What follows belongs to an exercise in optimizing a design on an open flow for small area, a short achievable clock period and few clock cycles per item; a production flow would make more cautious choices. The RTL was checked by simulation tests, not by an equivalence proof against the original design.

==> flow/design.v <==
package sdeb_pkg;
	localparam int CordicSteps = 14;
	localparam logic [15:0] HalfTurn = 16'd32768;
	localparam logic [15:0] QuarterTurn = 16'd16384;
	typedef enum logic [1:0] {
		CFG_INCREMENT = 2'd0,
		CFG_CEILING = 2'd1,
		CFG_DECAY_STEP = 2'd2
	} cfg_idx_t;
	typedef struct packed {
		logic signed [15:0] x_pos;
		logic signed [15:0] y_pos;
		logic [15:0] source_energy;
		logic frame_start;
	} in_item_t;
	typedef struct packed {
		logic [5:0] hit_bin;
		logic [8:0] peak_angle;
		logic [7:0] peak_level;
	} out_item_t;
	function automatic logic [15:0] turn_atan(input logic [3:0] i);
		logic [15:0] r;
		case (i)
			4'd0: r = 16'd8192;
			4'd1: r = 16'd4836;
			4'd2: r = 16'd2555;
			4'd3: r = 16'd1297;
			4'd4: r = 16'd651;
			4'd5: r = 16'd326;
			4'd6: r = 16'd163;
			4'd7: r = 16'd81;
			4'd8: r = 16'd41;
			4'd9: r = 16'd20;
			4'd10: r = 16'd10;
			4'd11: r = 16'd5;
			4'd12: r = 16'd3;
			4'd13: r = 16'd1;
			default: r = 16'd0;
		endcase
		turn_atan = r;
	endfunction
endpackage
module sdeb_cordic #(
	parameter logic [13:0] REG_AFTER = 14'b10_1111_1111_1111,
	parameter int SW = 1,
	parameter int SW2 = 1,
	parameter int J2 = 2
) (
	input  logic clk,
	input  logic arst_n,
	input  logic in_valid,
	input  logic [18:0] x_in,           
	input  logic signed [18:0] y_in,    
	input  logic [SW-1:0] side_in,
	input  logic [SW2-1:0] side2_in,
	output logic out_valid,
	output logic [13:0] dirs,           
	output logic [SW-1:0] side_out,
	output logic [SW2-1:0] side2_out
);
	function automatic int yw(input int i);
		case (i)
			0, 1, 2: yw = 19;
			3: yw = 18;
			4: yw = 16;
			default: yw = 21 - i;
		endcase
	endfunction
	logic [18:0] xs [15];
	logic [18:0] ys [15];
	logic [13:0] ds [15];
	logic vs [15];
	logic [SW-1:0] ss [15];
	logic [SW2-1:0] s2 [15];
	assign xs[0] = x_in;
	assign ys[0] = y_in;
	assign ds[0] = '0;
	assign vs[0] = in_valid;
	assign ss[0] = side_in;
	assign s2[0] = '0;
	for (genvar i = 0; i < 14; i++) begin : g_it
		localparam int WI = yw(i);
		localparam int WO = (i < 13) ? yw(i + 1) : 1;
		logic signed [WI-1:0] y;
		logic [18:0] x, xn;
		logic signed [WO-1:0] yn;
		logic [13:0] dn;
		logic [SW2-1:0] s2n;
		logic s;
		assign x = xs[i];
		assign y = ys[i][WI-1:0];
		assign s = !y[WI-1];
		assign s2n = (i + 1 == J2) ? side2_in : s2[i];
		if (i < 12) begin : g_x
			localparam int MW = (WI - i - 1 > 0) ? WI - i - 1 : 1;
			logic [MW-1:0] m;
			logic [19:0] xa;
			assign m = MW'(y >>> i) ^ {MW{~s}};
			assign xa = {x, 1'b1} + {(19-MW)'(0), m, ~s};
			assign xn = xa[19:1];
		end else begin : g_nx
			assign xn = x;
		end
		if (i < 13) begin : g_y
			logic [WO-1:0] dy;
			logic [WO:0] ya;
			assign dy = WO'(x >> i) ^ {WO{s}};
			assign ya = {WO'(y), 1'b1} + {dy, s};
			assign yn = ya[WO:1];
		end else begin : g_ny
			assign yn = '0;
		end
		always_comb begin
			dn = ds[i];
			dn[i] = s;
		end
		if (REG_AFTER[i]) begin : g_r
			logic v_q;
			logic [18:0] x_q, y_q;
			logic [13:0] d_q;
			logic [SW-1:0] s_q;
			logic [SW2-1:0] s2_q;
			always_ff @(posedge clk or negedge arst_n)
				if (!arst_n) v_q <= 1'b0;
				else v_q <= vs[i];
			always_ff @(posedge clk) begin
				x_q <= xn;
				y_q <= 19'(yn);
				d_q <= dn;
				s_q <= ss[i];
				s2_q <= s2n;
			end
			assign vs[i+1] = v_q;
			assign xs[i+1] = x_q;
			assign ys[i+1] = y_q;
			assign ds[i+1] = d_q;
			assign ss[i+1] = s_q;
			assign s2[i+1] = s2_q;
		end else begin : g_c
			assign vs[i+1] = vs[i];
			assign xs[i+1] = xn;
			assign ys[i+1] = 19'(yn);
			assign ds[i+1] = dn;
			assign ss[i+1] = ss[i];
			assign s2[i+1] = s2n;
		end
	end
	assign out_valid = vs[14];
	assign dirs = ds[14];
	assign side_out = ss[14];
	assign side2_out = s2[14];
endmodule
module sound_direction_energy_bins #(
	parameter int BIN_COUNT = 36
) (
	input  logic clk,
	input  logic arst_n,
	input  logic in_valid,
	output logic in_stall,
	input  sdeb_pkg::in_item_t in_data,
	output logic out_valid,
	input  logic out_stall,
	output sdeb_pkg::out_item_t out_data,
	input  logic cfg_we,
	input  logic [1:0] cfg_index,
	input  logic [7:0] cfg_data
);
	localparam int NB = 36;
	logic [7:0] increment_q, ceiling_q, decay_step_q;
	logic scan_q, seek_q, stall_q, ov_q;
	logic [1:0] cnt_q;
	logic blocked, consume, recirc, taken;
	logic u_v, u_fs, u_head;
	logic [5:0] u_h;
	logic [7:0] u_add;
	logic v0_q, rc0_q, hd0_q, fs0_q;
	logic [15:0] ax0_q, e0_q;
	logic [16:0] yf0_q;
	logic [5:0] tag0_q;
	logic [15:0] ix, iy;
	logic xneg, xz, yz;
	assign ix = in_data.x_pos;
	assign iy = in_data.y_pos;
	assign xneg = ix[15];
	assign xz = (ix == 16'd0);
	assign yz = (iy == 16'd0);
	always_ff @(posedge clk or negedge arst_n)
		if (!arst_n) v0_q <= 1'b0;
		else v0_q <= recirc || (in_valid && !stall_q);
	always_ff @(posedge clk) begin
		ax0_q <= xneg ? 16'd0 - ix : ix;
		yf0_q <= xneg ? 17'd0 - {iy[15], iy} : {iy[15], iy};
		if (recirc) begin
			rc0_q <= 1'b1;
			hd0_q <= u_head || !seek_q;
			tag0_q <= u_h;
			e0_q <= {8'd0, u_add};
			fs0_q <= u_fs;
		end else begin
			rc0_q <= 1'b0;
			hd0_q <= 1'b0;
			tag0_q <= {2'b00, xneg, xz | yz, yz ? {1'b0, xneg} : {1'b1, iy[15]}};
			e0_q <= in_data.source_energy;
			fs0_q <= in_data.frame_start;
		end
	end
	logic m1_rc, m2_rc, m3_rc;
	logic [7:0] m1_q, m2_q, m3_q, add1;
	logic [11:0] m1_e;
	logic [7:0] m2_e;
	logic [3:0] m3_e;
	logic [11:0] pp0, pp1, pp2, pp3;
	assign pp0 = increment_q * e0_q[3:0];
	assign pp1 = increment_q * m1_e[3:0] + {4'd0, m1_q};
	assign pp2 = increment_q * m2_e[3:0] + {4'd0, m2_q};
	assign pp3 = increment_q * m3_e + {4'd0, m3_q};
	always_ff @(posedge clk) begin
		m1_rc <= rc0_q;
		m1_q <= rc0_q ? e0_q[7:0] : pp0[11:4];
		m1_e <= e0_q[15:4];
		m2_rc <= m1_rc;
		m2_q <= m1_rc ? m1_q : pp1[11:4];
		m2_e <= m1_e[11:4];
		m3_rc <= m2_rc;
		m3_q <= m2_rc ? m2_q : pp2[11:4];
		m3_e <= m2_e[7:4];
	end
	assign add1 = m3_rc ? m3_q : pp3[11:4];
	localparam int SW = 1 + 1 + 1 + 6;
	logic cv;
	logic [13:0] dirs;
	logic [SW-1:0] side_o;
	logic [7:0] c_add;
	sdeb_cordic #(.SW(SW), .SW2(8), .J2(4), .REG_AFTER(14'b10_1010_1111_1111)) u_cordic (
		.clk(clk), .arst_n(arst_n),
		.in_valid(v0_q),
		.x_in({1'b0, ax0_q, 2'b00}),
		.y_in({yf0_q, 2'b00}),
		.side_in({rc0_q, hd0_q, fs0_q, tag0_q}),
		.side2_in(add1),
		.out_valid(cv), .dirs(dirs), .side_out(side_o), .side2_out(c_add)
	);
	logic [19:0] th, tl;
	always_comb begin
		th = side_o[3] ? 20'd131283 : 20'd426195;
		for (int i = 0; i < 7; i++)
			th = th + (dirs[i] ? 20'(18 * int'(sdeb_pkg::turn_atan(4'(i)))) : 20'd0);
		tl = 20'd0;
		for (int i = 7; i < 14; i++)
			tl = tl + (dirs[i] ? 20'(18 * int'(sdeb_pkg::turn_atan(4'(i)))) : 20'd0);
	end
	logic za_v;
	logic [19:0] za_th;
	logic [11:0] za_tl;
	logic [SW-1:0] za_s;
	logic [7:0] za_add;
	always_ff @(posedge clk or negedge arst_n)
		if (!arst_n) za_v <= 1'b0;
		else za_v <= cv;
	always_ff @(posedge clk) begin
		za_th <= th;
		za_tl <= tl[11:0];
		za_s <= side_o;
		za_add <= c_add;
	end
	logic z_rc, z_hd, z_fs;
	logic [5:0] z_tag, hn, t6;
	logic [19:0] tt;
	assign {z_rc, z_hd, z_fs, z_tag} = za_s;
	assign tt = za_th + {8'd0, za_tl};
	assign t6 = tt[19:14];
	always_comb begin
		if (z_rc) hn = z_tag;
		else if (!z_tag[2]) hn = (t6 >= 6'd36) ? t6 - 6'd36 : t6;
		else case (z_tag[1:0])
			2'd0: hn = 6'd0;
			2'd1: hn = 6'd18;
			2'd2: hn = 6'd9;
			default: hn = 6'd27;
		endcase
	end
	logic b_v, b_fs, b_head;
	logic [5:0] b_h;
	logic [7:0] b_add, b_mca;
	logic signed [9:0] b_ca;      
	always_ff @(posedge clk or negedge arst_n)
		if (!arst_n) b_v <= 1'b0;
		else b_v <= za_v;
	always_ff @(posedge clk) begin
		b_h <= hn;
		b_add <= za_add;
		b_ca <= 10'({2'd0, ceiling_q}) - 10'({2'd0, za_add});
		b_mca <= (za_add > ceiling_q) ? ceiling_q : za_add;
		b_fs <= z_fs;
		b_head <= z_hd;
	end
	logic [NB-1:0][8:0] bins_q;
	logic [7:0] base_q, base_n;
	logic [8:0] sp_q;             
	logic [5:0] p_q;              
	logic [8:0] ang_q;            
	logic [5:0] scnt_q, sidx_q, sh_q;
	logic [8:0] thr_q;
	logic scan_last;
	logic [8:0] rs_q, snew;
	logic [9:0] u_bn;
	logic signed [11:0] u_c1;
	logic [7:0] u_mca;
	logic [10:0] u_cbn, u_mbn;
	logic signed [10:0] spa_q, spa_n;    
	logic [1:0] cc;
	logic [5:0] raddr;
	logic [8:0] bdd;
	logic [9:0] bnb;
	logic signed [11:0] c1b;
	logic [7:0] mcab;
	assign raddr = (scan_q && scnt_q < 6'(NB)) ? scnt_q : b_h;
	assign bdd = b_fs ? {decay_step_q, 1'b0} : {1'b0, decay_step_q};
	assign base_n = consume ? u_bn[7:0] : base_q;
	logic [9:0] bnb0, bnb1;
	logic signed [11:0] c1b0, c1b1;
	logic [10:0] cbb0, cbb1, mbb0, mbb1;
	assign bnb0 = {2'b00, base_q} + {1'b0, bdd};
	assign bnb1 = {2'b00, u_bn[7:0]} + {1'b0, bdd};
	assign c1b0 = 12'({2'd0, bnb0}) + 12'(b_ca);
	assign c1b1 = 12'({2'd0, bnb1}) + 12'(b_ca);
	assign cbb0 = {3'd0, ceiling_q} + {1'b0, bnb0};
	assign cbb1 = {3'd0, ceiling_q} + {1'b0, bnb1};
	assign mbb0 = {3'd0, b_mca} + {1'b0, bnb0};
	assign mbb1 = {3'd0, b_mca} + {1'b0, bnb1};
	assign bnb = consume ? bnb1 : bnb0;
	assign c1b = consume ? c1b1 : c1b0;
	assign mcab = b_mca;
	logic [8:0] rsb, rsn;
	assign rsb = bins_q[raddr];
	always_comb begin
		if (consume && u_h == b_h) rsn = snew;
		else if (!consume || cc == 2'd0) rsn = rsb;
		else if (cc == 2'd1) rsn = rsb[8] ? {1'b0, rsb[7:0]} : 9'd0;
		else rsn = 9'd0;
	end
	always_ff @(posedge clk or negedge arst_n)
		if (!arst_n) u_v <= 1'b0;
		else u_v <= b_v;
	always_ff @(posedge clk) begin
		u_h <= b_h;
		u_add <= b_add;
		u_fs <= b_fs;
		u_head <= b_head;
		rs_q <= rsn;
		u_bn <= bnb;
		u_c1 <= c1b;
		u_mca <= mcab;
		u_cbn <= consume ? cbb1 : cbb0;
		u_mbn <= consume ? mbb1 : mbb0;
		spa_q <= spa_n;
	end
	logic [8:0] rsf;
	logic [7:0] bnl;
	assign rsf = rs_q;
	assign cc = u_bn[9:8];
	assign bnl = u_bn[7:0];
	logic alive, clampa, pd0, gt, ge, vgt, vge, gtc, gec, gtm, gem, heq, hlt;
	logic signed [11:0] rsw;
	logic [9:0] rsa, vsum, lvt;
	logic [8:0] pdt;
	logic [7:0] lvl, pdv;
	assign rsw = {3'd0, rsf};
	assign alive = {1'b0, rsf} > u_bn;
	assign clampa = rsw > u_c1;
	assign pd0 = {1'b0, sp_q} <= u_bn;
	logic signed [10:0] rs11;
	assign rs11 = {2'd0, rsf};
	assign vgt = rs11 > spa_q;
	assign vge = rs11 >= spa_q;
	assign gtc = pd0 ? (ceiling_q != 8'd0) : (u_cbn > {2'd0, sp_q});
	assign gec = u_cbn >= {2'd0, sp_q};
	assign gtm = pd0 ? (u_mca != 8'd0) : (u_mbn > {2'd0, sp_q});
	assign gem = u_mbn >= {2'd0, sp_q};
	assign gt = alive ? (clampa ? gtc : (pd0 || vgt)) : gtm;
	assign ge = alive ? (clampa ? gec : vge) : gem;
	assign heq = (u_h == p_q);
	assign hlt = (u_h < p_q);
	assign vsum = {1'b0, rsf} + {2'b00, u_add};
	assign rsa = vsum - {cc, 8'd0};
	assign lvt = vsum - u_bn;
	assign lvl = !alive ? u_mca : clampa ? ceiling_q : lvt[7:0];
	assign snew = !alive ? {1'b0, u_mca} + {1'b0, bnl}
		: clampa ? {1'b0, ceiling_q} + {1'b0, bnl} : rsa[8:0];
	assign pdt = sp_q - {1'b0, bnl};
	assign pdv = pdt[7:0];      
	logic signed [10:0] ba11, dab, sn_a, sn_c, sn_m, sp_k, sp_h, sr_a, sz_a;
	assign ba11 = {3'd0, b_add};
	assign dab = 11'({3'd0, u_add}) - ba11 - 11'({cc, 8'd0});
	assign sn_a = rs11 + dab;
	assign sn_c = 11'({3'd0, ceiling_q}) + 11'({3'd0, bnl}) - ba11;
	assign sn_m = 11'({3'd0, u_mca}) + 11'({3'd0, bnl}) - ba11;
	assign sp_k = 11'({2'd0, sp_q}) - 11'({cc, 8'd0}) - ba11;
	assign sp_h = 11'({2'd0, sp_q}) - ba11;
	assign sr_a = 11'({2'd0, thr_q}) - ba11;
	assign sz_a = 11'd0 - ba11;
	logic take, rescan;
	always_comb begin
		rescan = 1'b0;
		if (pd0) take = gt;
		else if (heq) begin
			take = 1'b1;
			rescan = !ge;
		end else take = hlt ? ge : gt;
	end
	logic better;
	assign better = rsf > thr_q;
	assign scan_last = (scnt_q == 6'(NB + 1));
	always_ff @(posedge clk)
		if (!scan_q) begin
			scnt_q <= '0;
			sidx_q <= '0;
			thr_q <= {1'b0, base_q};
		end else begin
			scnt_q <= scnt_q + 6'd1;
			if (scnt_q == 6'd0) thr_q <= {1'b0, base_q};
			else if (scnt_q <= 6'(NB) && better) begin
				sidx_q <= scnt_q - 6'd1;
				thr_q <= rsf;
			end
		end
	always_ff @(posedge clk or negedge arst_n)
		if (!arst_n) bins_q <= '0;
		else for (int j = 0; j < NB; j++) begin
			if (consume && u_h == 6'(j)) bins_q[j] <= snew;
			else if (consume && cc == 2'd1) bins_q[j] <= bins_q[j][8] ? {1'b0, bins_q[j][7:0]} : 9'd0;
			else if (consume && cc != 2'd0) bins_q[j] <= 9'd0;
		end
	assign blocked = scan_q || cnt_q[1];
	assign consume = u_v && !blocked && (!seek_q || u_head);
	assign recirc = u_v && !consume;
	assign taken = ov_q && !out_stall;
	logic push, scan_done, wr;
	logic [5:0] nh;
	logic [8:0] nang;
	logic [7:0] nlvl;
	logic [1:0] cnt_n;
	logic scan_n, seek_n;
	logic [5:0] a_h, q_h;
	logic [8:0] a_ang, q_ang;
	logic [7:0] a_lvl, q_lvl;
	logic [8:0] ang_h, ang_f;
	assign ang_h = 9'(u_h) * 9'd10;
	assign ang_f = 9'(sidx_q) * 9'd10;
	assign scan_done = scan_q && scan_last;
	assign push = (consume && !rescan) || scan_done;
	assign wr = consume || scan_done;
	always_comb begin
		if (scan_q) begin
			nh = sh_q;
			nang = ang_f;
			nlvl = 8'(thr_q - {1'b0, base_q});
		end else begin
			nh = u_h;
			nang = take ? ang_h : pd0 ? 9'd0 : ang_q;
			nlvl = take ? lvl : pd0 ? 8'd0 : pdv;
		end
	end
	assign cnt_n = cnt_q - 2'(taken) + 2'(push);
	always_comb begin
		if (consume) begin
			if (take) spa_n = !alive ? sn_m : clampa ? sn_c : sn_a;
			else if (pd0) spa_n = sz_a;
			else spa_n = sp_k;
		end else if (scan_done) spa_n = sr_a;
		else spa_n = sp_h;
	end
	assign scan_n = consume ? rescan : (scan_q && !scan_last);
	assign seek_n = (recirc && !seek_q) ? 1'b1 : (consume && u_head) ? 1'b0 : seek_q;
	always_ff @(posedge clk or negedge arst_n)
		if (!arst_n) begin
			scan_q <= 1'b0;
			seek_q <= 1'b0;
			cnt_q <= 2'd0;
			ov_q <= 1'b0;
			stall_q <= 1'b0;
			base_q <= 8'd0;
			p_q <= '0;
			ang_q <= '0;
			sp_q <= '0;
		end else begin
			scan_q <= scan_n;
			seek_q <= seek_n;
			cnt_q <= cnt_n;
			ov_q <= (cnt_n != 2'd0);
			stall_q <= seek_n || (b_v && (scan_n || cnt_n[1]));
			base_q <= base_n;
			if (consume) begin
				if (take) begin
					p_q <= u_h;
					ang_q <= ang_h;
					sp_q <= snew;
				end else if (pd0) begin
					p_q <= '0;
					ang_q <= '0;
					sp_q <= '0;
				end else sp_q <= sp_q - {cc, 8'd0};
			end else if (scan_done) begin
				p_q <= sidx_q;
				ang_q <= ang_f;
				sp_q <= thr_q;
			end
		end
	always_ff @(posedge clk) begin
		if (consume && rescan) sh_q <= u_h;
		if (wr && (cnt_q == 2'd0 || (cnt_q == 2'd1 && taken))) begin
			a_h <= nh;
			a_ang <= nang;
			a_lvl <= nlvl;
		end else if (taken && cnt_q[1]) begin
			a_h <= q_h;
			a_ang <= q_ang;
			a_lvl <= q_lvl;
		end
		if (wr && ((cnt_q == 2'd1 && !taken) || (cnt_q == 2'd2 && taken))) begin
			q_h <= nh;
			q_ang <= nang;
			q_lvl <= nlvl;
		end
	end
	assign in_stall = stall_q;
	assign out_valid = ov_q;
	assign out_data.hit_bin = a_h;
	assign out_data.peak_angle = a_ang;
	assign out_data.peak_level = a_lvl;
	always_ff @(posedge clk or negedge arst_n) begin
		if (!arst_n) begin
			increment_q <= 8'd20;
			ceiling_q <= 8'd200;
			decay_step_q <= 8'd1;
		end else if (cfg_we) begin
			case (cfg_index)
				sdeb_pkg::CFG_INCREMENT: increment_q <= cfg_data;
				sdeb_pkg::CFG_CEILING: ceiling_q <= cfg_data;
				sdeb_pkg::CFG_DECAY_STEP: decay_step_q <= cfg_data;
				default: ;
			endcase
		end
	end
endmodule
module sdeb_top (
	input  logic clk,
	input  logic arst_n,
	input  logic in_valid,
	output logic in_stall,
	input  logic signed [15:0] in_x,
	input  logic signed [15:0] in_y,
	input  logic [15:0] in_energy,
	input  logic in_frame_start,
	output logic out_valid,
	input  logic out_stall,
	output logic [5:0] out_hit_bin,
	output logic [8:0] out_peak_angle,
	output logic [7:0] out_peak_level,
	input  logic cfg_we,
	input  logic [1:0] cfg_index,
	input  logic [7:0] cfg_data
);
	sdeb_pkg::in_item_t in_data;
	sdeb_pkg::out_item_t out_data;
	assign in_data.x_pos = in_x;
	assign in_data.y_pos = in_y;
	assign in_data.source_energy = in_energy;
	assign in_data.frame_start = in_frame_start;
	assign out_hit_bin = out_data.hit_bin;
	assign out_peak_angle = out_data.peak_angle;
	assign out_peak_level = out_data.peak_level;
	sound_direction_energy_bins #(.BIN_COUNT(36)) u_bins (
		.clk(clk), .arst_n(arst_n),
		.in_valid(in_valid), .in_stall(in_stall), .in_data(in_data),
		.out_valid(out_valid), .out_stall(out_stall), .out_data(out_data),
		.cfg_we(cfg_we), .cfg_index(cfg_index), .cfg_data(cfg_data)
	);
endmodule
==> flow/run.sh <==
#!/bin/bash
# synth_recipe.tcl (not shown) runs the flow's synth.tcl, then flattens the netlist and writes it again
# the make line also repeats each setting of config.mk as NAME=value (left out here)
make -C /OpenROAD-flow-scripts/flow DESIGN_CONFIG=/design/flow/config.mk WORK_HOME=/design/flow/orfs CLKGATE_MAP_FILE= SYNTH_SCRIPT=/design/flow/synth_recipe.tcl finish
==> flow/config.mk <==
export PLATFORM = sky130hd
export DESIGN_NAME = sdeb_top
export DESIGN_NICKNAME = sdeb_top
export VERILOG_FILES = /design/flow/design.v
export SDC_FILE = /design/flow/constraint.sdc
export NUM_CORES = 4
export LEC_CHECK = 0
export CAP_MARGIN = 20
export CORE_MARGIN = 2
export CORE_UTILIZATION = 40
export SETUP_SLACK_MARGIN = 1.5
export SLEW_MARGIN = 20
==> flow/constraint.sdc <==
create_clock -name core_clock -period 7.0 [get_ports {clk}]
set_input_delay 1.4000 -clock core_clock [delete_from_list [all_inputs] [get_ports {clk}]]
set_output_delay 1.4000 -clock core_clock [all_outputs]
set_load 0.01 [all_outputs]
==> results.py, run 1 <==
metrics = {
    "status": {
        "status": "no timing/DRC/antenna violations",
    },
    "clocking": {
        "clockRootBuffer": "clkbuf_16",
        "clkSlewWorstSetupHoldPaths_ns": 0.07,
        "cts_buffers": 146,
        "clk_latency_ns": 0.79,
        "clock_path_buffers": 3,
        "cts_sinks": 1305,
        "cts_tree": "built",
        "cts-htree-levels": 4,
        "hold_buffers": 0,
    },
    "logic_synthesis": {
        "avgSynthCellArea_um2": 9.90,
        "netlist_area_um2": 70000,
        "synth_area_leader_cell": "dfxtp_1",
        "synth.area.top_cells": "dfxtp_1, dfrtp_1, ha_1, xnor2_1, o21ai_0",
        "yosysMostFrequentCell": "dfxtp_1",
        "synth.net_count": 7901,
        "synth_ff_type": "dfxtp_1",
        "synth_top_area_share": 0.241,
        "synth_edf_count": 60,
        "postSynthCellCount": 7076,
        "ys_async_sr_fraction": 0.307,
        "ys_seq_elements": 1305,
        "synth.distinct_cells": 93,
        "synthTopCellsByCount": "dfxtp_1, ha_1, nand2_1",
        "synth-seq-area-share": 0.410,
        "synth-warning-count": 8,
    },
    "hold_path": {
        "whs_path_depth": 0,
        "hp-class": "flop to flop",
    },
    "place": {
        "hpwl_mm": 132,
        "place_congestion": 0.899,
        "preCtsSetupSlack_ns": 1.43,
        "io_buffers": 88,
        "dpl_cell_area_um2": 73500,
    },
    "setup_path": {
        "arrival_ns": 5.79,
        "cp_max_fo": 16,
        "path_class": "flop to flop",
        "rrSetupSlack_ns": 1.87,
        "crit_path_start_kind": "flop",
        "critPathRequiredTime_ns": 7.66,
        "reg2reg_depth": 20,
        "end_kind": "flop",
    },
    "global_routing": {
        "overflow": 0,
        "grt_max_degree": 172,
        "grt_first_pass_wirelength_mm": 279,
        "antenna_found_initial": 6,
        "first_global_vias": 50400,
        "grt.total_usage": 0.195,
    },
    "floorplanning": {
        "rows": 153,
        "ios": 89,
        "die_w_um": 422,
        "start_util": 0.403,
        "core_area_um2": 174000,
        "dieArea_um2": 178000,
        "die_height_um": 422,
    },
    "sta": {
        "tightest_slew_ns": 1.09,
        "setup_viol": 0,
        "fin_crit_ns": 5.13,
        "maxSlewViolCount": 0,
        "fmax_ghz": 0.195,
        "skew_ns": 0.0382,
        "tns_ns": 0,
        "rsz0062_at_grt": "false",
        "finalCritPeriodShare": 0.734,
        "relSlewSlack": 0.273,
        "hold_viol": 0,
        "setup_ws_ns": 1.87,
    },
    "drt": {
        "drtIter0Drc": 3314,
        "firstDrtPassIters": 8,
        "wl_mm": 176,
        "drc": 0,
        "post_drt_wl_per_cell_um": 18.4,
        "drtAntennaViolNets": 0,
        "routed_via_density": 5.27,
        "vias": 50600,
    },
    "finish": {
        "fin_nets": 7989,
        "drive_above_1_share": 0.0717,
        "fill_cells": 16500,
        "fin_area_um2": 78600,
        "areaGrowthSynthToFinish_pct": 12.3,
        "diodes": 0,
    },
    "flow_run": {
        "max-cap-violations": 0,
    },
}
-- cell families after synthesis --
logic type / count (synthesis) / share of synthesized area
AOI/OAI and AO/OA: 1626 / 0.145
and+or+nand+nor: 1713 / 0.114
buffers and inverters: 646 / 0.0362
adders and majority gates: 761 / 0.148
DFF: 1305 / 0.410
xor gates and xnor gates: 808 / 0.101
muxes: 217 / 0.0450
-- path summary, 6_finish.rpt --
check | startpoint | endpoint
setup / recovery | u_bins.u_cordic.g_it[7].g_r.y_q[12] | u_bins.u_cordic.g_it[9].g_r.x_q[12]
hold / removal | u_bins.u_cordic.g_it[5].g_r.s2_q[0] | u_bins.u_cordic.g_it[6].g_r.s2_q[0]
setup reg to reg | u_bins.u_cordic.g_it[7].g_r.y_q[12] | u_bins.u_cordic.g_it[9].g_r.x_q[12]
hold reg to reg | u_bins.u_cordic.g_it[5].g_r.s2_q[0] | u_bins.u_cordic.g_it[6].g_r.s2_q[0]
max in group asynchronous | arst_n | u_bins.sp_q[0]
min in group asynchronous | arst_n | u_bins.bins_q[274]
-- state kept, by name, summed over array words and instances, names as in the netlist, 11 cells and up --
signal / cells
u_bins.za_tl: 11
u_bins.u_cordic.g_it.g_r.v_q: 11
u_bins.u_cordic.g_it.g_r.s_q: 96
u_bins.u_cordic.g_it.g_r.x_q: 175
u_bins.u_cordic.g_it.g_r.y_q: 147
u_bins.u_cordic.g_it.g_r.s2_q: 64
u_bins.u_cbn: 11
u_bins.yf0_q: 17
u_bins.m1_e: 12
u_bins.u_cordic.g_it.g_r.d_q: 72
u_bins.za_th: 19
u_bins.spa_q: 11
u_bins.u_c1: 12
u_bins.e0_q: 16
u_bins.u_mbn: 11
u_bins.ax0_q: 16
u_bins.bins_q: 324
-- cell usage in the layout, fill, tap and decap left out, types with 87 or more instances in the layout --
cell,n
nor3_1,121
xor2_1,247
fa_1,108
dfrtp_1,394
o21ai_0,541
xnor2_1,558
and2_1,112
dfxtp_1,838
a21oi_1,403
a21o_1,108
ha_1,653
nand2_1,615
nor2_1,370
clkdlybuf4s50_1,87
nand3_1,151
inv_1,442
clkbuf_16,150
-- layout make-up --
| class | count | area, um2 | area share |
|---|---|---|---|
| Clock buffer | 199 | 4120 | 0.0524 |
| Clock inverter | 67 | 961 | 0.0122 |
| Inverter | 444 | 1670 | 0.0212 |
| Multi-Input combinational cell | 5125 | 38900 | 0.494 |
| Sequential cell | 1305 | 28700 | 0.366 |
| Tap cell | 2325 | 2910 | 0.0370 |
| Timing Repair Buffer | 142 | 1340 | 0.0171 |
-- worst max-delay path, stage by stage, from the launching register on --
cell	delay (ns)
dfxtp_2	0.61
xnor2_1	0.14
ha_1	0.31
nor2b_1	0.14
o21ai_0	0.23
a21boi_0	0.18
o21a_1	0.21
a31o_2	0.25
or4_1	0.44
a31o_2	0.26
a21o_1	0.18
xor3_1	0.28
inv_1	0.06
ha_1	0.34
nand2_1	0.08
nor2_1	0.09
mux2i_1	0.10
a21oi_1	0.38
nand2b_1	0.25
o31a_1	0.34
xnor2_1	0.13
-- layer usage --
layer	global-route usage	share of wire	vias to the layer above
met5	0	0.000074	-
met4	0.0701	0.035	2
met3	0.0299	0.047	346
met2	0.330	0.47	1157
met1	0.252	0.45	24200
li1	-	-	24800
-- timing repair --
item | CTS | global route
gates resized for setup | 1 | 4
buffers inserted | 0 | 0
endpoints found under the setup margin | 1 | 7
endpoints found under the hold margin | 0 | 0
-- stage by stage --
stage	hold slack (ns)	instances	utilization
after global placement	0.310	9341	0.423
after CTS	0.303	9607	0.452
after floorplan	0.310	7076	-
final	0.308	9607	0.452
after detailed placement	0.312	9341	0.423
after global routing	0.313	9607	0.452
Testbench counts, summed over its fixed seeds: cycles 2,528, items 2,400.
==> run 2, diff against run 1 <==
--- a/flow/design.v
+++ b/flow/design.v
@@ -233,3 +233,3 @@
 	logic [7:0] c_add;
-	sdeb_cordic #(.SW(SW), .SW2(8), .J2(4), .REG_AFTER(14'b10_1010_1111_1111)) u_cordic (
+	sdeb_cordic #(.SW(SW), .SW2(8), .J2(4), .REG_AFTER(14'b10_1011_1111_1111)) u_cordic (
 		.clk(clk), .arst_n(arst_n),
@@ -290,2 +290,3 @@
 		b_h <= hn;
+		ra_q <= (scan_q && scnt_q < 6'(NB)) ? scnt_q : hn;
 		b_add <= za_add;
@@ -311,3 +312,3 @@
 	logic [1:0] cc;
-	logic [5:0] raddr;
+	logic [5:0] ra_q;           
 	logic [8:0] bdd;
@@ -316,3 +317,2 @@
 	logic [7:0] mcab;
-	assign raddr = (scan_q && scnt_q < 6'(NB)) ? scnt_q : b_h;
 	assign bdd = b_fs ? {decay_step_q, 1'b0} : {1'b0, decay_step_q};
@@ -334,3 +334,3 @@
 	logic [8:0] rsb, rsn;
-	assign rsb = bins_q[raddr];
+	assign rsb = bins_q[ra_q];
 	always_comb begin
@@ -412,3 +412,3 @@
 	assign better = rsf > thr_q;
-	assign scan_last = (scnt_q == 6'(NB + 1));
+	assign scan_last = (scnt_q == 6'(NB + 2));
 	always_ff @(posedge clk)
@@ -421,4 +421,4 @@
 			if (scnt_q == 6'd0) thr_q <= {1'b0, base_q};
-			else if (scnt_q <= 6'(NB) && better) begin
-				sidx_q <= scnt_q - 6'd1;
+			else if (scnt_q >= 6'd2 && scnt_q <= 6'(NB + 1) && better) begin
+				sidx_q <= scnt_q - 6'd2;
 				thr_q <= rsf;
--- a/flow/config.mk
+++ b/flow/config.mk
@@ -9,4 +9,5 @@
 export CORE_MARGIN = 2
-export CORE_UTILIZATION = 40
-export SETUP_SLACK_MARGIN = 1.5
+export CORE_UTILIZATION = 55
+export CTS_BUF_LIST = sky130_fd_sc_hd__clkbuf_8
+export SETUP_SLACK_MARGIN = 2.5
 export SLEW_MARGIN = 20
==> results.py, run 2 <==
metrics = {
    "global_routing": {
        "first_global_vias": 49800,
        "grt_max_degree": 157,
        "overflow": 0,
        "antenna_found_initial": 7,
        "grt.total_usage": 0.277,
        "grt_first_pass_wirelength_mm": 284,
    },
    "clocking": {
        "clkSlewWorstSetupHoldPaths_ns": 0.07,
        "hold_buffers": 0,
        "cts_buffers": 222,
        "clock_path_buffers": 3,
        "clockRootBuffer": "clkbuf_8",
        "cts_tree": "built",
        "cts_sinks": 1369,
        "clk_latency_ns": 0.94,
        "cts-htree-levels": 4,
    },
    "sta": {
        "tightest_slew_ns": 1.18,
        "relSlewSlack": 0.213,
        "setup_ws_ns": 2.65,
        "maxSlewViolCount": 0,
        "hold_viol": 0,
        "holdWs_ns": 0.298,
        "skew_ns": 0.0397,
        "fmax_ghz": 0.230,
        "rsz0062_at_grt": "true",
        "finalCritPeriodShare": 0.621,
        "tns_ns": 0,
        "setup_viol": 0,
        "fin_crit_ns": 4.35,
    },
    "place": {
        "io_buffers": 88,
        "preCtsSetupSlack_ns": 2.29,
        "hpwl_mm": 135,
        "place_congestion": 0.935,
    },
    "logic_synthesis": {
        "synth_ff_type": "dfxtp_1",
        "synth.area.top_cells": "dfxtp_1, dfrtp_1, ha_1, xnor2_1, mux4_2",
        "synth-warning-count": 8,
        "synthTopCellsByCount": "dfxtp_1, ha_1, nand2_1",
        "netlist_area_um2": 70900,
        "yosysMostFrequentCell": "dfxtp_1",
        "synth.net_count": 7768,
        "ys_async_sr_fraction": 0.294,
        "synth_edf_count": 60,
        "synth.distinct_cells": 92,
        "synth-seq-area-share": 0.424,
        "avgSynthCellArea_um2": 10.2,
        "postSynthCellCount": 6939,
        "ys_seq_elements": 1369,
        "synth_top_area_share": 0.256,
        "synth_area_leader_cell": "dfxtp_1",
    },
    "drt": {
        "drtAntennaViolNets": 0,
        "drc": 0,
        "post_drt_wl_per_cell_um": 20.4,
        "drtIter0Drc": 3169,
        "firstDrtPassIters": 7,
        "wl_mm": 183,
        "routed_via_density": 5.65,
        "vias": 50700,
    },
    "setup_path": {
        "critPathRequiredTime_ns": 7.84,
        "cp_max_fo": 6,
        "max_stage_delay_ns": 0.44,
        "path_class": "flop to flop",
        "path_cells": "inv_1, ha_1, a21o_1, a21o_1, a21o_1, xnor2_1, ha_1, inv_1, ha_1, and3_1, a21oi_1, a31oi_1, o21a_1, nor2_1, o21ai_0, xnor2_1, o21ai_1, a211oi_1, o31ai_1",
        "slowest_stage": "dfxtp_1",
        "end_kind": "flop",
        "crit_buf_inv": 2,
        "crit_path_start_kind": "flop",
        "path_delay_family": "compound AO/OA/AOI/OAI gates",
        "arrival_ns": 5.19,
    },
    "finish": {
        "fin_nets": 7953,
        "drive_above_1_share": 0.0945,
        "largest_register": "u_bins.bins_q",
        "final_common_cell": "dfxtp_1",
        "largest_reg_flops": 324,
        "post-route-util": 0.618,
        "areaGrowthSynthToFinish_pct": 11.4,
        "fill_cells": 10800,
        "reg.largest.list": "u_bins.bins_q x324, u_bins.u_cordic.g_it.g_r.x_q x194, u_bins.u_cordic.g_it.g_r.y_q x159",
        "final_cell_mix": "dfxtp_1, ha_1, nand2_1, xnor2_1, inv_1",
        "multi_input_area_um2": 38700,
        "seqCellArea_um2": 30100,
    },
    "floorplanning": {
        "die_height_um": 363,
        "die_w_um": 363,
        "ios": 89,
        "start_util": 0.555,
        "dieArea_um2": 132000,
        "rows": 131,
        "core_area_um2": 128000,
    },
    "hold_path": {
        "hp-class": "flop to flop",
    },
    "flow_run": {
        "max-cap-violations": 0,
    },
    "status": {
        "status": "no timing/DRC/antenna violations",
    },
}
## run 2: kinds of logic after synthesis
logic type / share of synthesized area
muxes: 0.0495
AOI/OAI and AO/OA: 0.137
adders and majority gates: 0.147
xor gates and xnor gates: 0.0996
buffers and inverters: 0.0338
and+or+nand+nor: 0.110
DFF: 0.424
## run 2: worst paths after layout
check                      slack, ns                             endpoint  cells past startpoint                           startpoint
max                             2.65                     u_bins.spa_q[10]                     19                      u_bins.b_add[2]
min                             0.30  u_bins.u_cordic.g_it[13].g_r.d_q[3]                      0  u_bins.u_cordic.g_it[11].g_r.d_q[3]
max reg2reg                     2.65                     u_bins.spa_q[10]                     19                      u_bins.b_add[2]
min reg2reg                     0.30  u_bins.u_cordic.g_it[13].g_r.d_q[3]                      0  u_bins.u_cordic.g_it[11].g_r.d_q[3]
max in group asynchronous       4.96                u_bins.increment_q[3]                      2                               arst_n
min in group asynchronous       0.53                   u_bins.bins_q[268]                      1                               arst_n
## run 2: what timing repair did
item | CTS | global route
buffers inserted | 2 | 9
pin swaps | 1 | 5
resized for setup | 8 | 28
gates cloned | 1 | 1
setup endpoints to repair | 31 | 46
## run 2: metrics by stage
| step | area [um2] | std cells |
|---|---|---|
| floorplan | 70900 | 6939 |
| global placement | 73600 | 8548 |
| detailed placement | 73600 | 8549 |
| CTS | 78800 | 8967 |
| global route | 79000 | 8979 |
| finish | 79000 | 8980 |
## run 2: area by class of cell
| cell class | count | share of cell area |
|---|---|---|
| diodes | 3 | 0.0000951 |
| clock buffers | 286 | 0.0499 |
| clock inverters | 129 | 0.0145 |
| inverters | 432 | 0.0206 |
| multi-input cells | 4942 | 0.490 |
| flip-flops and latches | 1369 | 0.381 |
| well taps | 1662 | 0.0263 |
| repair buffers | 157 | 0.0182 |
## run 2: per-layer routing
metal  part of all wire  track usage
met5                  0            0
met4              0.039        0.109
met3              0.057       0.0499
met2               0.46        0.447
met1               0.45        0.369
Testbench counts of run 2, summed over its fixed seeds: cycles 2,536, items 2,400.
==> run 3, diff against run 2 <==
--- a/flow/config.mk
+++ b/flow/config.mk
@@ -9,5 +9,5 @@
 export CORE_MARGIN = 2
-export CORE_UTILIZATION = 55
+export CORE_UTILIZATION = 65
 export CTS_BUF_LIST = sky130_fd_sc_hd__clkbuf_8
-export SETUP_SLACK_MARGIN = 2.5
+export SETUP_SLACK_MARGIN = 4
 export SLEW_MARGIN = 20
==> results.py, run 3 <==
metrics = {
    "finish": {
        "drive_above_1_share": 0.241,
        "final_cell_mix": "dfxtp_1, ha_1, nand2_1, xnor2_1, inv_1",
        "largest_reg_flops": 324,
        "areaGrowthSynthToFinish_pct": 24.1,
        "fill_cells": 6491,
        "final_common_cell": "dfxtp_1",
        "seqCellArea_um2": 30200,
        "layout.cells.non_filler": 9182,
        "reg.largest.list": "u_bins.bins_q x324, u_bins.u_cordic.g_it.g_r.x_q x194, u_bins.u_cordic.g_it.g_r.y_q x159",
        "fin_nets": 8409,
        "multi_input_area_um2": 43300,
        "largest_register": "u_bins.bins_q",
    },
    "sta": {
        "relSlewSlack": 0.303,
        "skew_ns": 0.0756,
        "fin_crit_ns": 4.03,
        "rsz0062_at_grt": "true",
        "tightest_slew_ns": 1.04,
        "holdWs_ns": 0.299,
        "maxSlewViolCount": 0,
        "setup_viol": 0,
        "fmax_ghz": 0.248,
        "hold_viol": 0,
        "finalCritPeriodShare": 0.575,
        "tns_ns": 0,
    },
    "drt": {
        "drtIter0Drc": 4837,
        "drc": 0,
        "vias": 55800,
        "drtAntennaViolNets": 0,
        "firstDrtPassIters": 6,
        "routed_via_density": 6.07,
        "wl_mm": 208,
        "post_drt_wl_per_cell_um": 22.6,
    },
    "place": {
        "dp_cells": 8295,
        "hpwl_mm": 133,
        "place_congestion": 0.978,
        "io_buffers": 88,
    },
    "clocking": {
        "cts_buffers": 212,
        "hold_buffers": 0,
        "clk_latency_ns": 0.94,
        "cts-htree-levels": 4,
        "clkSlewWorstSetupHoldPaths_ns": 0.06,
        "clockRootBuffer": "clkbuf_8",
        "cts_sinks": 1369,
        "cts_tree": "built",
        "clock_path_buffers": 3,
    },
    "global_routing": {
        "grt_first_pass_wirelength_mm": 302,
        "antenna_found_initial": 16,
        "first_global_vias": 54200,
        "grt_max_degree": 172,
        "grt.total_usage": 0.349,
        "overflow": 0,
    },
    "hold_path": {
        "hold_end": "u_bins.u_cordic.g_it[7].g_r.s2_q[7]",
        "whs_path_depth": 0,
        "hp-class": "flop to flop",
        "min_from": "u_bins.u_cordic.g_it[6].g_r.s2_q[7]",
    },
    "setup_path": {
        "path_class": "flop to flop",
        "arrival_ns": 4.78,
        "end_kind": "flop",
        "critPathRequiredTime_ns": 7.76,
        "r2r_end": "u_bins.m3_q[7]",
        "reg2reg_depth": 17,
        "regToRegStartpoint": "u_bins.increment_q[1]",
        "crit_path_start_kind": "flop",
        "cp_max_fo": 8,
        "rrSetupSlack_ns": 2.97,
    },
    "status": {
        "status": "no timing/DRC/antenna violations",
    },
    "logic_synthesis": {
        "synth_ff_type": "dfxtp_1",
        "synth_fa_ha_area_frac": 0.147,
        "synth_area_leader_cell": "dfxtp_1",
        "synthXorXnorAreaFrac": 0.0996,
        "synth-warning-count": 8,
        "yosysMostFrequentCell": "dfxtp_1",
        "synth_top_family_by_area": "adder cells",
        "synth.distinct_cells": 92,
        "ys_async_sr_fraction": 0.294,
        "synth_compound_area_frac": 0.137,
        "muxShareOfSynthArea": 0.0495,
        "netlist_area_um2": 70900,
        "synth-seq-area-share": 0.424,
        "synthSimpleGateAreaFrac": 0.110,
        "ys_seq_elements": 1369,
        "avgSynthCellArea_um2": 10.2,
        "synth.area.top_cells": "dfxtp_1, dfrtp_1, ha_1, xnor2_1, mux4_2",
        "synth_edf_count": 60,
        "postSynthCellCount": 6939,
        "synth_top_area_share": 0.256,
        "synth.net_count": 7768,
        "synthTopCellsByCount": "dfxtp_1, ha_1, nand2_1",
    },
    "floorplanning": {
        "rows": 121,
        "dieArea_um2": 112000,
        "start_util": 0.653,
        "die_height_um": 334,
        "die_w_um": 334,
        "ios": 89,
        "core_area_um2": 109000,
    },
    "flow_run": {
        "max-cap-violations": 0,
    },
}
-- run 3: cell count changes in the layout (fill, tap and decap cells not counted), moves of 69 or more --
cell,before,now
a21oi_1,355,241
a21oi_2,13,94
buf_4,65,343
buf_6,1,101
ha_1,657,576
ha_4,0,70
nor2_1,364,295
o21ai_0,408,268
o21ai_1,7,82
-- run 3: cell type report --
class,instances,share of cell area
Clock inverter,120,0.00952
Antenna cell,13,0.000370
Inverter,432,0.0192
Sequential cell,1369,0.344
Multi-Input combinational cell,4947,0.492
Timing Repair Buffer,618,0.0729
Clock buffer,269,0.0421
Tap cell,1414,0.0201
-- run 3: cells by family (layout without fill, tap and decap cells) --
group	after synthesis	count (layout)
adder cells (fa/ha/maj)	765	765
buffers and inverters	630	1439
AO/OA/AOI/OAI	1503	1508
flip-flops	1369	1369
multiplexers	219	219
XOR/XNOR	806	806
other	0	13
AND/OR/NAND/NOR	1647	1649
-- run 3: routing by layer --
layer | track usage | wire length, um | vias up
li1 | - | - | 25600
met1 | 0.455 | 82200 | 26900
met2 | 0.544 | 94500 | 2556
met3 | 0.0867 | 19700 | 648
met4 | 0.172 | 11300 | 6
met5 | 0 | 33 | -
-- run 3: what timing repair did --
item,4_1_cts,5_1_grt
gates cloned,18,7
setup buffers,299,161
setup endpoints to repair,638,571
gates resized for setup,676,521
pin swaps,304,315
-- run 3: worst max-delay path by stage --
stage | from | endpoint | slack [ns]
floorplan | u_bins.seek_q | u_bins.u_c1[10] | 3.20
detailed placement | u_bins.u_bn[8] | u_bins.a_lvl[6] | 2.39
global placement | u_bins.u_bn[0] | u_bins.a_lvl[6] | 2.52
CTS | u_bins.increment_q[2] | u_bins.u_cordic.g_it[3].g_r.s2_q[6] | 3.07
global route | u_bins.increment_q[1] | u_bins.m3_q[7] | 2.88
finish | u_bins.increment_q[1] | u_bins.m3_q[7] | 2.97
-- run 3: stage by stage --
stage               instance area, um2   util  setup WS (ns)
floorplan                        71900      -           3.20
global placement                 74100  0.683           2.52
detailed placement               74100  0.683           2.39
CTS                              84200  0.775           3.07
global route                     87900  0.810           2.88
finish                           87900  0.810           2.97
-- run 3: worst max-delay path: stages (launching register included) --
cell and delay [ns]:
dfrtp_2 0.50, and2_4 0.18, ha_1 0.29, ha_1 0.29, inv_1 0.06, fa_1 0.53
inv_1 0.06, ha_1 0.30, and3_1 0.19, a31o_2 0.25, a21o_1 0.22, a21oi_4 0.16
o21ai_2 0.09, a41o_1 0.27, o21ai_2 0.14, nand2b_1 0.09, xnor2_1 0.19, o21ai_1 0.08
==> run 4, diff against run 3 <==
--- a/flow/config.mk
+++ b/flow/config.mk
@@ -9,5 +9,5 @@
 export CORE_MARGIN = 2
-export CORE_UTILIZATION = 65
+export CORE_UTILIZATION = 55
 export CTS_BUF_LIST = sky130_fd_sc_hd__clkbuf_8
-export SETUP_SLACK_MARGIN = 4
+export SETUP_SLACK_MARGIN = 3.0
 export SLEW_MARGIN = 20
==> results.py, run 4 <==
metrics = {
    "finish": {
        "fill_cells": 10700,
        "drive_above_1_share": 0.122,
        "final_cell_mix": "dfxtp_1, ha_1, nand2_1, xnor2_1, inv_1",
        "largest_reg_flops": 324,
        "fin_nets": 8030,
        "final_common_cell": "dfxtp_1",
        "largest_register": "u_bins.bins_q",
        "areaGrowthSynthToFinish_pct": 13.1,
        "reg.largest.list": "u_bins.bins_q x324, u_bins.u_cordic.g_it.g_r.x_q x194, u_bins.u_cordic.g_it.g_r.y_q x159",
        "layout.cells.non_filler": 9052,
    },
    "drt": {
        "post_drt_wl_per_cell_um": 20.6,
        "firstDrtPassIters": 5,
        "drc": 0,
        "wl_mm": 186,
        "drtIter0Drc": 3704,
        "drtAntennaViolNets": 0,
        "routed_via_density": 5.66,
        "vias": 51200,
    },
    "floorplanning": {
        "core_area_um2": 128000,
        "die_height_um": 363,
        "dieArea_um2": 132000,
        "die_w_um": 363,
        "rows": 131,
        "ios": 89,
        "start_util": 0.555,
    },
    "setup_path": {
        "end_kind": "flop",
        "reg2reg_depth": 20,
        "max_stage_delay_ns": 0.59,
        "cp_max_fo": 3,
        "path_class": "flop to flop",
        "worst_path_most_repeated_cell": "a21oi_2",
        "regToRegStartpoint": "u_bins.seek_q",
        "path_cells": "nor2b_4, nor3b_4, and2_4, nand2_4, nand2_4, ha_4, inv_2, fa_2, clkinvlp_4, fa_2, a21o_1, a21oi_2, o21bai_1, a21oi_2, nor2b_1, o21a_1, o21ai_1, nand2b_1, a21oi_2, xnor2_1",
        "critPathRequiredTime_ns": 7.82,
        "rrSetupSlack_ns": 3.08,
        "r2r_end": "u_bins.u_c1[10]",
        "slowest_stage": "fa_2",
        "arrival_ns": 4.74,
        "crit_path_start_kind": "flop",
    },
    "logic_synthesis": {
        "synth-warning-count": 8,
        "synth_ff_type": "dfxtp_1",
        "netlist_area_um2": 70900,
        "synth.area.top_cells": "dfxtp_1, dfrtp_1, ha_1, xnor2_1, mux4_2",
        "synth_top_area_share": 0.256,
        "avgSynthCellArea_um2": 10.2,
        "synth_edf_count": 60,
        "postSynthCellCount": 6939,
        "synth_area_leader_cell": "dfxtp_1",
        "synth.distinct_cells": 92,
        "synthTopCellsByCount": "dfxtp_1, ha_1, nand2_1",
        "synth-seq-area-share": 0.424,
        "yosysMostFrequentCell": "dfxtp_1",
        "ys_async_sr_fraction": 0.294,
        "synth.net_count": 7768,
        "ys_seq_elements": 1369,
    },
    "clocking": {
        "clock_path_buffers": 3,
        "clkSlewWorstSetupHoldPaths_ns": 0.06,
        "cts_buffers": 220,
        "cts_tree": "built",
        "hold_buffers": 0,
        "cts_sinks": 1369,
        "clk_latency_ns": 0.95,
        "clockRootBuffer": "clkbuf_8",
        "cts-htree-levels": 4,
    },
    "place": {
        "io_buffers": 88,
        "dp_cells": 8547,
        "hpwl_mm": 135,
        "preCtsSetupSlack_ns": 2.31,
        "place_congestion": 0.933,
    },
    "hold_path": {
        "whs_path_depth": 0,
        "hold_end": "u_bins.u_cordic.g_it[11].g_r.s_q[1]",
        "hp-class": "flop to flop",
        "min_from": "u_bins.u_cordic.g_it[9].g_r.s_q[1]",
    },
    "status": {
        "status": "no timing/DRC/antenna violations",
    },
    "sta": {
        "hold_viol": 0,
        "maxSlewViolCount": 0,
        "holdWs_ns": 0.299,
        "setup_ws_ns": 3.08,
        "relSlewSlack": 0.192,
        "setup_viol": 0,
        "fmax_ghz": 0.255,
        "rsz0062_at_grt": "true",
        "skew_ns": 0.0537,
        "tightest_slew_ns": 1.21,
        "tns_ns": 0,
        "fin_crit_ns": 3.92,
        "finalCritPeriodShare": 0.559,
    },
    "global_routing": {
        "first_global_vias": 49800,
        "overflow": 0,
        "grt_first_pass_wirelength_mm": 285,
        "grt_max_degree": 177,
        "grt.total_usage": 0.278,
        "antenna_found_initial": 8,
    },
    "flow_run": {
        "max-cap-violations": 0,
    },
}
[run 4: cell counts after synthesis]
Identical to the previous run, type by type.
[run 4: worst max path at each step]
stage                                startpoint                             endpoint  cells past startpoint
final                             u_bins.seek_q                      u_bins.u_c1[10]                     20
after global routing      u_bins.increment_q[2]  u_bins.u_cordic.g_it[3].g_r.s2_q[7]                     15
after CTS                 u_bins.increment_q[2]                       u_bins.m2_q[6]                     13
after detailed placement         u_bins.u_bn[8]                      u_bins.a_ang[6]                     12
after global placement           u_bins.u_bn[8]                      u_bins.a_ang[6]                     12
after floorplan                   u_bins.seek_q                      u_bins.u_c1[10]                     23
[run 4: logic make-up (layout without fill, tap and decap cells)]
kind of cell             count (synthesis)  after routing  synth area share
AND/OR/NAND/NOR                       1647           1648             0.110
AO/OA/AOI/OAI                         1503           1503             0.137
flip-flops                            1369           1369             0.424
XOR/XNOR                               806            806            0.0996
adder cells (fa/ha/maj)                765            765             0.147
buffers and inverters                  630           1075            0.0338
multiplexers                           219            219            0.0495
other                                    0              5                 0
[run 4: timing repair]
action,in CTS,in global routing
buffers inserted,25,68
setup endpoints to repair,123,126
pin swaps,25,96
gates cloned,1,0
gates resized for setup,96,169
[run 4: area by class of cell]
class | instances | area (um2) | share of cell area
antenna | 5 | 12.5 | 0.000156
clock buffer | 273 | 3760 | 0.0469
clock inverter | 133 | 946 | 0.0118
inverter | 432 | 1640 | 0.0204
multi-input combinational | 4941 | 39400 | 0.492
sequential | 1369 | 30100 | 0.376
tap | 1662 | 2080 | 0.0260
timing repair buffer | 237 | 2150 | 0.0269
[run 4: per-stage QoR]
step | utilization | instance area, um2
floorplan | - | 70900
global placement | 0.577 | 73600
detailed placement | 0.577 | 73600
CTS | 0.618 | 78900
global route | 0.627 | 80100
finish | 0.627 | 80100
[run 4: critical path: cells and delay by family (launching register included)]
family                   cells  cell delay [ns]
AO/OA/AOI/OAI                7             1.12
XOR/XNOR                     1             0.14
adder cells (fa/ha/maj)      3             1.09
buffers and inverters        2             0.18
flip-flops                   1             0.38
AND/OR/NAND/NOR              7             0.92
[run 4: metal layers]
| layer | GRT usage | share of wire | vias to the layer above |
|---|---|---|---|
| met2 | 0.441 | 0.46 | 1412 |
| li1 | - | - | 24800 |
| met3 | 0.0478 | 0.055 | 347 |
| met1 | 0.380 | 0.45 | 24600 |
| met4 | 0.108 | 0.036 | 4 |
| met5 | 0 | 0.00018 | - |
==> run 5, diff against run 4 <==
--- a/flow/config.mk
+++ b/flow/config.mk
@@ -11,3 +11,3 @@
 export CTS_BUF_LIST = sky130_fd_sc_hd__clkbuf_8
-export SETUP_SLACK_MARGIN = 3.0
+export SETUP_SLACK_MARGIN = 3.5
 export SLEW_MARGIN = 20
==> results.py, run 5 <==
metrics = {
    "status": {
        "status": "no timing/DRC/antenna violations",
    },
    "clocking": {
        "hold_buffers": 0,
        "clkSlewWorstSetupHoldPaths_ns": 0.07,
        "clock_path_buffers": 3,
        "clockRootBuffer": "clkbuf_8",
        "cts_tree": "built",
        "clk_latency_ns": 0.95,
        "cts_sinks": 1369,
        "cts-htree-levels": 4,
        "cts_buffers": 221,
    },
    "setup_path": {
        "end_kind": "flop",
        "r2r_end": "u_bins.m2_q[7]",
        "arrival_ns": 4.73,
        "critPathRequiredTime_ns": 7.80,
        "crit_path_start_kind": "flop",
        "path_class": "flop to flop",
        "regToRegStartpoint": "u_bins.increment_q[2]",
        "rrSetupSlack_ns": 3.07,
        "startpoint": "u_bins.increment_q[2]",
        "cp_max_fo": 7,
        "reg2reg_depth": 15,
    },
    "logic_synthesis": {
        "synth-seq-area-share": 0.424,
        "yosysMostFrequentCell": "dfxtp_1",
        "synth.area.top_cells": "dfxtp_1, dfrtp_1, ha_1, xnor2_1, mux4_2",
        "ys_async_sr_fraction": 0.294,
        "synth_edf_count": 60,
        "synth.net_count": 7768,
        "synth_area_leader_cell": "dfxtp_1",
        "synth.distinct_cells": 92,
        "ys_seq_elements": 1369,
        "netlist_area_um2": 70900,
        "synthTopCellsByCount": "dfxtp_1, ha_1, nand2_1",
        "avgSynthCellArea_um2": 10.2,
        "synth_ff_type": "dfxtp_1",
        "synth_top_area_share": 0.256,
        "synth-warning-count": 8,
        "postSynthCellCount": 6939,
    },
    "sta": {
        "hold_viol": 0,
        "tightest_slew_ns": 1.08,
        "skew_ns": 0.0573,
        "holdWs_ns": 0.291,
        "maxSlewViolCount": 0,
        "setup_ws_ns": 3.07,
        "setup_viol": 0,
        "relSlewSlack": 0.274,
        "finalCritPeriodShare": 0.561,
        "tns_ns": 0,
        "fin_crit_ns": 3.93,
        "rsz0062_at_grt": "true",
        "fmax_ghz": 0.254,
    },
    "finish": {
        "final_common_cell": "dfxtp_1",
        "largest_register": "u_bins.bins_q",
        "fin_nets": 8237,
        "drive_above_1_share": 0.183,
        "layout.cells.non_filler": 9261,
        "final_cell_mix": "dfxtp_1, ha_1, nand2_1, xnor2_1, inv_1",
        "areaGrowthSynthToFinish_pct": 18.8,
        "largest_reg_flops": 324,
        "reg.largest.list": "u_bins.bins_q x324, u_bins.u_cordic.g_it.g_r.x_q x194, u_bins.u_cordic.g_it.g_r.y_q x159",
        "fill_cells": 10200,
    },
    "hold_path": {
        "hold_end": "u_bins.u_cordic.g_it[5].g_r.s_q[2]",
        "hp-class": "flop to flop",
        "whs_path_depth": 0,
        "min_from": "u_bins.u_cordic.g_it[4].g_r.s_q[2]",
    },
    "drt": {
        "post_drt_wl_per_cell_um": 21.0,
        "drtIter0Drc": 4157,
        "firstDrtPassIters": 6,
        "drc": 0,
        "wl_mm": 194,
        "routed_via_density": 5.69,
        "vias": 52700,
        "drtAntennaViolNets": 0,
    },
    "global_routing": {
        "grt_max_degree": 142,
        "grt.total_usage": 0.289,
        "grt_first_pass_wirelength_mm": 296,
        "first_global_vias": 51800,
        "overflow": 0,
        "antenna_found_initial": 12,
    },
    "place": {
        "preCtsSetupSlack_ns": 2.42,
        "dp_cells": 8548,
        "hpwl_mm": 133,
        "io_buffers": 88,
        "place_congestion": 0.937,
    },
    "floorplanning": {
        "rows": 131,
        "start_util": 0.555,
        "dieArea_um2": 132000,
        "die_w_um": 363,
        "die_height_um": 363,
        "ios": 89,
        "core_area_um2": 128000,
    },
    "flow_run": {
        "max-cap-violations": 0,
    },
}
==> run 5: cell count changes in the layout (fill, tap and decap cells not counted), moves of 17 or more <==
cell / previous run / this run
nor2_2: 3 / 32
inv_1: 496 / 456
a21oi_2: 46 / 63
o21ai_0: 384 / 335
xnor2_1: 550 / 529
a21oi_1: 321 / 292
ha_1: 639 / 601
inv_2: 11 / 29
nor2_1: 361 / 330
buf_6: 7 / 55
ha_4: 18 / 52
o21ai_1: 18 / 53
buf_4: 127 / 260
==> run 5: metrics by stage <==
stage | util | cell area (um2)
after floorplan | - | 71300
after global placement | 0.579 | 74000
after detailed placement | 0.579 | 74000
after CTS | 0.640 | 81700
after global routing | 0.659 | 84200
final | 0.660 | 84200
==> run 5: worst max-delay path by stage <==
| stage | to | slack, ns |
|---|---|---|
| 6_report | u_bins.m2_q[7] | 3.07 |
| 5_1_grt | u_bins.m2_q[7] | 2.91 |
| 4_1_cts | u_bins.m1_q[7] | 3.14 |
| 3_5_place_dp | u_bins.sp_q[3] | 2.42 |
| 3_3_place_gp | u_bins.sp_q[4] | 2.46 |
| 2_1_floorplan | u_bins.u_c1[10] | 3.17 |
==> run 5: layout make-up <==
cell class                      instances  area, um2  area share
Multi-Input combinational cell       4944      41200       0.489
Inverter                              432       1660      0.0197
Clock inverter                        134       1110      0.0132
Timing Repair Buffer                  440       4220      0.0501
Antenna cell                            4       10.0    0.000119
Tap cell                             1662       2080      0.0247
Sequential cell                      1369      30200       0.358
Clock buffer                          276       3800      0.0451
==> run 5: kinds of logic (layout without fill, tap and decap cells) <==
family,Yosys count,in the layout,synth area share
simple gates,1647,1648,0.110
compound gates,1503,1506,0.137
flops,1369,1369,0.424
xor+xnor,806,806,0.0996
fa+ha+maj,765,765,0.147
buf+inv,630,1282,0.0338
mux,219,219,0.0495
other cells,0,4,0
==> run 5: what timing repair did <==
item                                    in CTS  in global routing
resized for setup                          331                325
endpoints found under the setup margin     508                250
gates cloned                                 6                  4
endpoints found under the hold margin        0                  0
buffers inserted                           185                104
pin swaps                                  183                254
==> run 5: critical path, stage by stage, from the launching register on <==
cell and delay [ns]:
dfstp_4 0.72, buf_4 0.14, nand2_2 0.05, fa_1 0.53, fa_1 0.43, fa_1 0.50
inv_1 0.05, ha_1 0.29, a21o_1 0.19, a21oi_4 0.14, o21ai_2 0.08, a41o_1 0.21
o21ai_2 0.16, nand2b_1 0.08, xnor2_1 0.13, o21ai_0 0.10
==> run 5: metal layers <==
metal  part of all wire  routed length, um  vias to the layer above  track usage
li1                   -                  -                    25200            -
met1               0.44              85800                    25300        0.395
met2               0.45              87500                     1664        0.455
met3              0.065              12600                      454       0.0521
met4              0.043               8400                        4        0.119
met5            0.00012                 24                        -            0
==> run 6, diff against run 5 <==
--- a/flow/config.mk
+++ b/flow/config.mk
@@ -9,5 +9,6 @@
 export CORE_MARGIN = 2
-export CORE_UTILIZATION = 55
+export CORE_UTILIZATION = 48
 export CTS_BUF_LIST = sky130_fd_sc_hd__clkbuf_8
-export SETUP_SLACK_MARGIN = 3.5
+export PLACE_DENSITY = 0.65
+export SETUP_SLACK_MARGIN = 3.0
 export SLEW_MARGIN = 20
==> results.py, run 6 <==
metrics = {
    "hold_path": {
        "hp-class": "flop to flop",
    },
    "sta": {
        "rsz0062_at_grt": "true",
        "relSlewSlack": 0.188,
        "setup_viol": 0,
        "fin_crit_ns": 4.11,
        "hold_viol": 0,
        "fmax_ghz": 0.243,
        "maxSlewViolCount": 0,
        "tightest_slew_ns": 1.18,
        "tns_ns": 0,
    },
    "setup_path": {
        "crit_path_start_kind": "flop",
        "path_delay_family": "compound AO/OA/AOI/OAI gates",
        "slowest_stage": "mux2i_1",
        "worst_path_most_repeated_cell": "a21o_2",
        "critPathRequiredTime_ns": 7.76,
        "end_kind": "flop",
        "max_stage_delay_ns": 0.98,
    },
    "drt": {
        "post_drt_wl_per_cell_um": 19.8,
        "met3_length_mm": 12.9,
        "met1_length_mm": 81.4,
        "drtIter0Drc": 3576,
        "top_layer": "met5",
        "wl_met2_mm": 83.9,
        "drtAntennaViolNets": 0,
        "vias": 51900,
        "firstDrtPassIters": 8,
        "routed_via_density": 5.56,
        "drc": 0,
        "wl_mm": 185,
    },
    "place": {
        "hpwl_mm": 131,
        "place_congestion": 0.946,
        "dp_cells": 8804,
    },
    "finish": {
        "layout.cells.non_filler": 9324,
        "drive_above_1_share": 0.127,
        "final_common_cell": "dfxtp_1",
        "largest_register": "u_bins.bins_q",
        "final_cell_mix": "dfxtp_1, ha_1, nand2_1, xnor2_1, inv_1",
        "areaGrowthSynthToFinish_pct": 14.4,
        "reg.largest.list": "u_bins.bins_q x324, u_bins.u_cordic.g_it.g_r.x_q x194, u_bins.u_cordic.g_it.g_r.y_q x159",
    },
    "global_routing": {
        "grt_max_degree": 192,
        "first_global_vias": 51800,
        "grt_first_pass_wirelength_mm": 284,
        "grt.total_usage": 0.238,
        "antenna_found_initial": 4,
    },
    "logic_synthesis": {
        "synth.distinct_cells": 92,
        "yosysMostFrequentCell": "dfxtp_1",
        "synth_ff_type": "dfxtp_1",
        "synth_edf_count": 60,
        "synth.net_count": 7768,
        "synth-warning-count": 8,
        "synth-seq-area-share": 0.424,
        "netlist_area_um2": 70900,
        "synth_top_area_share": 0.256,
        "synthTopCellsByCount": "dfxtp_1, ha_1, nand2_1",
        "ys_async_sr_fraction": 0.294,
        "avgSynthCellArea_um2": 10.2,
        "postSynthCellCount": 6939,
    },
    "clocking": {
        "cts-htree-levels": 4,
        "clockRootBuffer": "clkbuf_8",
        "clk_latency_ns": 0.98,
        "hold_buffers": 0,
    },
    "floorplanning": {
        "die_w_um": 388,
        "rows": 140,
        "core_area_um2": 146000,
        "dieArea_um2": 151000,
        "start_util": 0.485,
        "ios": 89,
    },
    "status": {
        "status": "no timing/DRC/antenna violations",
    },
    "flow_run": {
        "max-cap-violations": 0,
    },
}
## run 6: cell types whose count changed in the layout (fill, tap and decap cells not counted), moves of 27 or more
cell     previous run  this run
a21oi_1           292       319
buf_4             260       125
buf_6              55        16
ha_1              601       641
ha_4               52        16
inv_1             456       492
o21ai_0           335       382
o21ai_1            53        22
## run 6: per-stage QoR
step / setup WS, ns / utilization / instance area [um2]
6_report: 2.89 / 0.555 / 81100
5_1_grt: 2.75 / 0.555 / 81100
4_1_cts: 2.89 / 0.546 / 79700
3_5_place_dp: 2.39 / 0.507 / 74000
3_3_place_gp: 2.23 / 0.506 / 74000
2_1_floorplan: 2.95 / - / 70900
## run 6: timing repair
item	CTS	global route
resized for setup	102	175
buffers inserted	33	65
gates cloned	0	6
pin swaps	36	119
setup endpoints to repair	250	198
## run 6: cell families after synthesis
kind of cell	after synthesis	synth area share
simple gates	1647	0.110
buf+inv	630	0.0338
fa+ha+maj	765	0.147
xor+xnor	806	0.0996
mux	219	0.0495
flops	1369	0.424
compound gates	1503	0.137
## run 6: worst paths after layout
check,startpoint,endpoint,cells after the start
min reg2reg,u_bins.u_cordic.g_it[11].g_r.d_q[6],u_bins.u_cordic.g_it[13].g_r.d_q[6],0
max in group asynchronous,arst_n,u_bins.bins_q[267],3
max,u_bins.rs_q[8],u_bins.rs_q[6],9
max reg2reg,u_bins.rs_q[8],u_bins.rs_q[6],9
min,u_bins.u_cordic.g_it[11].g_r.d_q[6],u_bins.u_cordic.g_it[13].g_r.d_q[6],0
min in group asynchronous,arst_n,u_bins.bins_q[23],1
## run 6: layer usage
metal  track usage  vias up
li1              -    24800
met1         0.319    24900
met2         0.382     1684
met3        0.0414      412
met4        0.0949        4
met5             0        -
## run 6: final cells by class
class | count | area [um2]
flip-flops and latches | 1369 | 30100
multi-input cells | 4946 | 39600
well taps | 1917 | 2400
repair buffers | 245 | 2320
fillers | 12800 | 65000
diodes | 2 | 5.00
clock inverters | 131 | 1150
inverters | 432 | 1640
clock buffers | 282 | 3880

[separate check: timing with driven ports]
Ports are ideal in the flow. The routed layouts listed here were re-timed in OpenROAD. Step 1 (the two cells are an assumption about what drives the block):
set clk [get_ports {clk}]
set_driving_cell -lib_cell sky130_fd_sc_hd__clkbuf_16 $clk
set_driving_cell -lib_cell sky130_fd_sc_hd__buf_2 [delete_from_list [all_inputs] $clk]
Step 2 also shifts input and output timing later by t, the mid clock arrival at the registers, as if the neighbouring blocks saw the same clock. a / b / c = ideal / step 1 / step 2; a / b = the first two.
run | shift t [ns] | setup slack, ns | hold slack, ns
run 1 | 0.851 | 1.865 / 1.865 / 1.865 | 0.308 / 0.308 / 0.308
run 2 | 1.000 | 2.653 / 2.653 / 2.653 | 0.298 / 0.298 / 0.298
run 3 | 0.972 | 2.974 / 2.974 / 2.974 | 0.299 / 0.299 / 0.299
run 4 | 1.005 | 3.084 / 3.084 / 3.084 | 0.299 / 0.299 / 0.299
run 5 | 0.998 | 3.070 / 3.070 / 3.070 | 0.291 / 0.291 / 0.291
run 6 | 1.018 | 2.888 / 2.888 / 2.801 | 0.286 / 0.286 / 0.286
After both steps every run listed still meets setup and hold. For run 6, which loses most, drivers alone change the setup slack by 0.000 ns; drivers and shift together by -0.087 ns.
